Source: an optimization exercise on an open RTL-to-GDS flow (aim: a short achievable clock period and few clock cycles). Production flows keep margins and buffers that such runs may drop. No functional check of the RTL was part of this run. Power is estimated from default activity; no workload was simulated.

## design/flow/run.sh

```bash
#!/bin/bash
# synth_recipe.tcl (not shown) runs the flow's synth.tcl, then flattens the netlist and writes it again
# the make line also repeats each setting of config.mk as NAME=value (left out here)
make -C /OpenROAD-flow-scripts/flow DESIGN_CONFIG=/design/flow/config.mk WORK_HOME=/design/flow/orfs CLKGATE_MAP_FILE= SYNTH_SCRIPT=/design/flow/synth_recipe.tcl finish
```

## design/flow/config.mk

```make
export PLATFORM = sky130hd
export DESIGN_NAME = mips_multicycle_core
export DESIGN_NICKNAME = mips_multicycle_core
export VERILOG_FILES = /design/flow/design.v
export SDC_FILE = /design/flow/constraint.sdc
export NUM_CORES = 4
export LEC_CHECK = 0
export ABC_CLOCK_PERIOD_IN_PS = 3000
export CAP_MARGIN = 20
export CORE_MARGIN = 2
export CORE_UTILIZATION = 40
export SETUP_SLACK_MARGIN = 5
export SLEW_MARGIN = 20
```

## design/flow/constraint.sdc

```tcl
create_clock -name core_clock -period 13.0 [get_ports {clk}]
set_input_delay 2.6000 -clock core_clock [delete_from_list [all_inputs] [get_ports {clk}]]
set_output_delay 2.6000 -clock core_clock [all_outputs]
set_load 0.01 [all_outputs]
```

## design/flow/design.v

```verilog
module mips_alu #(
  parameter int unsigned DATA_W = 32
) (
  input  logic [2:0]        op,
  input  logic [DATA_W-1:0] a,
  input  logic [DATA_W-1:0] b,
  output logic [DATA_W-1:0] y,
  output logic              zero
);
  localparam logic [2:0] ALU_ADD = 3'd0;
  localparam logic [2:0] ALU_SUB = 3'd1;
  localparam logic [2:0] ALU_AND = 3'd2;
  localparam logic [2:0] ALU_OR  = 3'd3;
  localparam logic [2:0] ALU_SLT = 3'd4;
  always_comb begin
    y = '0;
    case (op)
      ALU_ADD: y = a + b;
      ALU_SUB: y = a - b;
      ALU_AND: y = a & b;
      ALU_OR:  y = a | b;
      ALU_SLT: y = DATA_W'($signed(a) < $signed(b));
      default: y = '0;
    endcase
  end
  assign zero = (y == '0);
endmodule
module mips_multicycle_core #(
  parameter int unsigned DATA_W     = 32,
  parameter int unsigned IMEM_DEPTH = 16,
  parameter int unsigned DMEM_DEPTH = 20,
  parameter logic [31:0] DMEM_BASE  = 32'h1000_4000
) (
  input  logic              clk,
  input  logic              rst,
  input  logic              start,
  input  logic              host_we,
  input  logic [1:0]        host_sel,
  input  logic [7:0]        host_addr,
  input  logic [DATA_W-1:0] host_wdata,
  output logic [DATA_W-1:0] host_rdata,
  output logic              busy,
  output logic              halted,
  output logic              fault,
  output logic [7:0]        pc,
  output logic [15:0]       retired
);
  localparam logic [5:0] OP_RTYPE = 6'h00;
  localparam logic [5:0] OP_ADDI  = 6'h08;
  localparam logic [5:0] OP_LW    = 6'h23;
  localparam logic [5:0] OP_SW    = 6'h2b;
  localparam logic [5:0] OP_BEQ   = 6'h04;
  localparam logic [5:0] OP_HALT  = 6'h3f;
  localparam logic [5:0] FN_ADD = 6'h20;
  localparam logic [5:0] FN_SUB = 6'h22;
  localparam logic [5:0] FN_AND = 6'h24;
  localparam logic [5:0] FN_OR  = 6'h25;
  localparam logic [5:0] FN_SLT = 6'h2a;
  logic [31:0] imem [16];
  logic [31:0] dmem [20];
  logic [31:0] regs [32];
  logic [31:0] ir;
  function automatic logic is_bad(input logic [31:0] w);
    logic b;
    b = 1'b1;
    case (w[31:26])
      OP_RTYPE: b = !(w[5:0] == FN_ADD || w[5:0] == FN_SUB || w[5:0] == FN_AND ||
                      w[5:0] == FN_OR || w[5:0] == FN_SLT);
      OP_ADDI, OP_LW, OP_SW, OP_BEQ, OP_HALT: b = 1'b0;
      default: b = 1'b1;
    endcase
    is_bad = b;
  endfunction
  function automatic logic is_halt(input logic [31:0] w);
    is_halt = (w[31:26] == OP_HALT);
  endfunction
  logic [5:0]  op, fn;
  logic [4:0]  rs, rt, rd;
  logic [31:0] imm;
  logic        c_r, c_addi, c_lw, c_sw, c_beq, c_halt, c_bad;
  assign op  = ir[31:26];
  assign fn  = ir[5:0];
  assign rs  = ir[25:21];
  assign rt  = ir[20:16];
  assign rd  = ir[15:11];
  assign imm = {{16{ir[15]}}, ir[15:0]};
  logic ir_v;   
  assign c_halt = is_halt(ir);
  assign c_bad  = is_bad(ir);
  assign c_r    = (op == OP_RTYPE) && !c_bad;
  assign c_addi = (op == OP_ADDI);
  assign c_lw   = (op == OP_LW);
  assign c_sw   = (op == OP_SW);
  assign c_beq  = (op == OP_BEQ);
  logic [31:0] a, b, opb, sum, diff, res;
  logic        slt;
  assign a = regs[rs];
  assign b = regs[rt];
  assign sum  = a + (c_r ? b : imm);
  assign diff = a - b;
  assign slt  = (a[31] != b[31]) ? a[31] : diff[31];
  always_comb begin
    res = sum;
    if (c_r) begin
      case (fn)
        FN_SUB:  res = diff;
        FN_AND:  res = a & b;
        FN_OR:   res = a | b;
        FN_SLT:  res = {31'd0, slt};
        default: res = sum;
      endcase
    end
  end
  logic [31:0] ea_off;
  logic        ea_bad;
  logic [4:0]  dm_idx;
  assign ea_off = sum - DMEM_BASE;
  assign ea_bad = (ea_off[1:0] != 2'b00) || (ea_off >= 32'd80);
  assign dm_idx = ea_off[6:2];
  logic [31:0] ld_data;
  assign ld_data = dmem[dm_idx];
  logic taken;
  assign taken = c_beq && (a == b);
  logic end_now_halt, end_now_fault, commit;
  assign end_now_halt  = c_halt;
  assign end_now_fault = c_bad || ((c_lw || c_sw) && ea_bad);
  assign commit        = busy && ir_v && !end_now_halt && !end_now_fault;
  logic [7:0]  pc_seq, pc_tgt;
  logic [31:0] ir_seq;
  assign pc_seq = pc + 8'd1;
  assign pc_tgt = pc + 8'd1 + ir[7:0];
  assign ir_seq = imem[pc_seq[3:0]];
  logic seq_halt, seq_fault;
  assign seq_halt  = (pc_seq[7:4] != 4'd0) || is_halt(ir_seq);
  assign seq_fault = (pc_seq[7:4] == 4'd0) && is_bad(ir_seq);
  logic [31:0] ir_cur;
  logic        cur_halt, cur_fault;
  assign ir_cur    = imem[pc[3:0]];
  assign cur_halt  = (pc[7:4] != 4'd0) || is_halt(ir_cur);
  assign cur_fault = (pc[7:4] == 4'd0) && is_bad(ir_cur);
  logic host_ok, host_imem0;
  assign host_ok    = host_we && !busy;
  assign host_imem0 = host_ok && host_sel == 2'd0 && host_addr == 8'd0;
  always_ff @(posedge clk) begin
    if (rst) begin
      busy    <= 1'b0;
      halted  <= 1'b0;
      fault   <= 1'b0;
      pc      <= 8'd0;
      retired <= 16'd0;
    end else if (!busy) begin
      if (start) begin
        busy    <= 1'b1;
        halted  <= 1'b0;
        fault   <= 1'b0;
        pc      <= 8'd0;
        retired <= 16'd0;
      end
    end else if (!ir_v) begin
      busy   <= !(cur_halt || cur_fault);
      halted <= cur_halt;
      fault  <= cur_fault;
    end else if (!commit) begin
      busy   <= 1'b0;
      halted <= end_now_halt;
      fault  <= end_now_fault;
    end else if (taken) begin
      retired <= retired + 16'd1;
      pc      <= pc_tgt;
    end else begin
      retired <= retired + 16'd1;
      pc      <= pc_seq;
      busy    <= !(seq_halt || seq_fault);
      halted  <= seq_halt;
      fault   <= seq_fault;
    end
  end
  always_ff @(posedge clk) begin
    if (!busy) begin
      ir   <= host_imem0 ? host_wdata : imem[0];
      ir_v <= 1'b1;
    end else if (!ir_v) begin
      ir   <= ir_cur;
      ir_v <= 1'b1;
    end else begin
      ir   <= ir_seq;
      ir_v <= !taken;
    end
  end
  logic        rf_we;
  logic [4:0]  rf_dst;
  logic [31:0] rf_wd;
  assign rf_dst = c_r ? rd : rt;
  assign rf_we  = commit && (c_r || c_addi || c_lw);
  assign rf_wd  = c_lw ? ld_data : res;
  always_ff @(posedge clk) begin
    if (rst) begin
      for (int i = 0; i < 32; i++) regs[i] <= '0;
    end else if (!busy) begin
      if (host_ok && host_sel == 2'd2 && host_addr < 8'd32 && host_addr[4:0] != 5'd0)
        regs[host_addr[4:0]] <= host_wdata;
    end else if (rf_we && rf_dst != 5'd0) begin
      regs[rf_dst] <= rf_wd;
    end
  end
  always_ff @(posedge clk) begin
    if (!rst && host_ok && host_sel == 2'd0 && host_addr < 8'd16)
      imem[host_addr[3:0]] <= host_wdata;
  end
  logic [31:0] dsnap [20];
  logic        host_dm;
  assign host_dm = host_ok && host_sel == 2'd1 && host_addr < 8'd20;
  always_ff @(posedge clk) begin
    if (!busy)
      for (int i = 0; i < 20; i++)
        dsnap[i] <= (host_dm && host_addr[4:0] == 5'(i)) ? host_wdata : dmem[i];
  end
  always_ff @(posedge clk) begin
    if (rst) begin
      if (busy) for (int i = 0; i < 20; i++) dmem[i] <= dsnap[i];
    end else begin
      if (host_dm)
        dmem[host_addr[4:0]] <= host_wdata;
      else if (commit && c_sw)
        dmem[dm_idx] <= b;
    end
  end
  always_comb begin
    host_rdata = '0;
    case (host_sel)
      2'd0: if (host_addr < 8'd16) host_rdata = imem[host_addr[3:0]];
      2'd1: if (host_addr < 8'd20) host_rdata = dmem[host_addr[4:0]];
      2'd2: if (host_addr < 8'd32) host_rdata = regs[host_addr[4:0]];
      default: host_rdata = '0;
    endcase
  end
endmodule
```

==> notes.md <==
==> timing repair <==
item                                    in CTS  in global routing
gates cloned                                95                 11
endpoints found under the setup margin    3706               3302
resized for setup                          518                170
buffers inserted                           202                 35
pin swaps                                   26                 18
==> flip-flops by register name (all words and copies together), names as in the netlist, named ones only <==
name and flops:
retired 16, dmem 1024, busy 1, ir_v 1, halted 1, pc 8
fault 1, imem 512, regs 1024, ir 32, dsnap 640
==> synthesized netlist by cell type (19+ instances only) <==
cell,instances
xnor2_1,50
nand3_1,156
inv_1,136
nand2_1,662
a21oi_1,163
nor2_1,1165
dfxtp_1,64
o221ai_1,24
nor2b_1,45
o211ai_1,25
buf_2,149
mux2_1,96
xor2_1,19
clkbuf_1,738
nor4_1,21
a211oi_1,51
mux2_2,1150
o21ai_0,225
and3_1,48
nand2b_1,58
mux4_2,2000
o21ai_1,41
a31oi_1,44
ha_1,135
mux2i_1,158
edfxtp_1,3200
buf_1,196
nor3_1,50
a311oi_1,41
==> layer usage <==
metal  vias to the layer above  GRT usage
met3                      2151    0.08565
met4                        20     0.2067
met5                         -          0
met1                     65000     0.4116
met2                     10050     0.4812
li1                      46310          -
==> cell type report <==
class | count | area share
inverters | 136 | 0.002453
repair buffers | 782 | 0.04776
flip-flops and latches | 3264 | 0.4614
clock buffers | 468 | 0.04673
diodes | 57 | 0.0006755
well taps | 5952 | 0.03527
clock inverters | 207 | 0.01050
multi-input cells | 7186 | 0.3952
==> through the flow <==
step / hold WS (ns) / instance area, µm²
finish: 0.5240 / 211100
global route: 0.5355 / 211100
CTS: 0.5272 / 209700
detailed placement: 0.5147 / 191100
global placement: 0.5079 / 190900
floorplan: 0.4762 / 181800
==> logic make-up after synthesis <==
family,Yosys count
adder cells (fa/ha/maj),139
other,1
multiplexers,3404
buffers and inverters,1228
XOR/XNOR,70
AND/OR/NAND/NOR,2333
flip-flops,3264
AO/OA/AOI/OAI,776
==> power by group <==
group	leakage, nW	internal [W]	switching (W)	total (W)
Combinational	33.9	0.00213	0.00358	0.00571
Clock	5.89	0.00616	0.00457	0.0107
Sequential	31.8	0.0120	0.000224	0.0122
Total	71.6	0.0202	0.00837	0.0286
==> worst min-delay path by stage <==
stage,startpoint,endpoint,slack [ns],cells past startpoint
CTS,dsnap[7][5],dmem[7][5],0.53,1
detailed placement,dsnap[14][13],dmem[14][13],0.51,1
floorplan,fault,fault,0.48,2
finish,dsnap[14][15],dmem[14][15],0.52,1
global placement,dsnap[14][12],dmem[14][12],0.51,1
global route,dsnap[2][19],dmem[2][19],0.54,1
==> metrics.cfg <==
[run]
cap_violations = 0

[floorplan]
die-height_um = 675.2
initial_core_util = 0.4016
core_region_area_mm2 = 0.4488
dieArea_mm2 = 0.4559
die_x_um = 675.2
num_rows = 246
io_pins = 105

[worst_setup_path]
reg2reg_slack_ns = 4.89
critPathBufInv = 4
r2r_cells = 24
path_max_fanout = 21
cp-startpoint = host_addr[0]
required_ns = 10.40
crit_top_cell = mux4_2
cp_top_family = multiplexers
cp_slowest_stage_delay_ns = 0.53
crit_chain = buf_16, buf_4, bufbuf_16, mux4_2, mux4_2, nand3_1, o21ai_0, nand2_1, o21ai_4, buf_6
setup.worst_path.class = input pin to output port
reg2reg_from = ir[16]
cp.depth = 10
cp-start-kind = input pin
r2r_end = regs[22][30]
cp_slowest_cell = mux4_2
cp.arrival_ns = 5.56
worstSetupEndpoint = host_rdata[19]
worstSetupEndpointType = output port

[logic_synthesis]
synth_area_mm2 = 0.1802
synth_cell_types = 96
synthArstFlopShare = 0
yosys_register_bits = 3264
synth_compound_area_frac = 0.02768
synth_top_area_share = 0.5332
synthSimpleGateAreaFrac = 0.05523
synth_fa_ha_area_frac = 0.009818
syn_avg_cell_area_um2 = 16.07
synth_enable_flop_cells = 3200
synth_top_area_cell = edfxtp_1
synth_top_family_by_area = multiplexers
synthCells = 11220
ys.warnings.count = 2
ys_seq_area_frac = 0.5404
muxShareOfSynthArea = 0.3366
synthXorXnorAreaFrac = 0.003444
synthTopCellsByArea = edfxtp_1 53%, mux4_2 25%, mux2_2 7.2%, nor2_1 2.4%, clkbuf_1 1.5%
ys.flop_type = edfxtp_1

[detailed_routing]
top_layer = met5
vias = 123500
first_pass_iters = 8
wl_per_cell_um = 41.19
wl_met3_um = 95490
drt_wl_total_um = 743600
antenna_left = 0
drtIter0Drc = 21280
wl_met1_um = 260200
route.detailed.drc = 0
via_per_inst = 6.843
dr_wl_met2_um = 331900

[power_and_ir_drop]
ir_drop_uv = 129.8
total_power_w = 0.02861
powerDensity_mw_per_mm2 = 135.5
p_leak_nw = 71.64

[layout]
instances_no_fill = 18050
multi_input_area_mm2 = 0.08345
n_fill_cell = 38280
final_common_cell = edfxtp_1
final_core_util = 0.4705
drive_above_1_share = 0.4089
seq_area_mm2 = 0.09743
area_growth_pct = 17.17
fin_nets = 11930
layout_common_cells = 3200 x edfxtp_1, 2000 x mux4_2, 1149 x mux2_2

[place]
place.gp.congestion = 0.9390
port_buffers = 104
placed_cells = 16970
place_hpwl_um = 415300
dp_slack_ns = 2.844

[timing]
slew_headroom = 0.2135
drv_slew = 0
setup_tns_ns = 0
min_period_ns = 8.164
setup_slack_ns = 4.836
worst_pin_slew_ns = 1.170
rsz0062_at_grt = true
setup_viol = 0
fmax_mhz = 122.5
finalHoldViolCount = 0
fin_skew_ns = 0.06645
period_share = 0.6280

[min_path]
hold_path.class = flop to flop

[global_routing]
grtUsageTotal = 0.3203
grt_pass1_vias = 120800
grt_pass1_wl_um = 1009000
grt_overflow = 0
antenna_found_initial = 63
grt_max_degree = 156

[clocking]
insertion_delay_ns = 1.02
clock-sinks = 3264
cts.path.max_buffers = 4
cts-root-buf = clkbuf_16
htree_num_levels = 5
path_clk_slew_ns = 0.06
cts-hold-fix-buffers = 0
cts_buffers = 372
cts_tree = done

[run_status]
outcome = timing/DRC/antenna clean

==> separate check: timing with driven ports <==
In the flow no input, the clock included, has a driving cell. The finished layout below was timed again as built, in two steps.
Step 1 sets driving cells, clkbuf_16 on the clock port and buf_2 on the other inputs (assumed; they add their load-dependent delay and slew).
Step 2 moves the port delays by t, midway between the first and last clock arrival at a register: inputs arrive t later, outputs are due t later. That takes back most of the time a late clock gives input paths.
Slacks: ideal ports / drivers / drivers and shift; pairs: ideal ports / drivers.
shift t [ns]: 1.116
setup WS [ns]: 4.836 / 4.509 / 4.509
hold WS [ns]: 0.524 / 0.524 / 0.524
worst setup path after step 2: input to output
After both steps setup and hold are still met in this run. For this run, drivers alone change the setup slack by -0.327 ns; drivers and shift together by -0.327 ns.
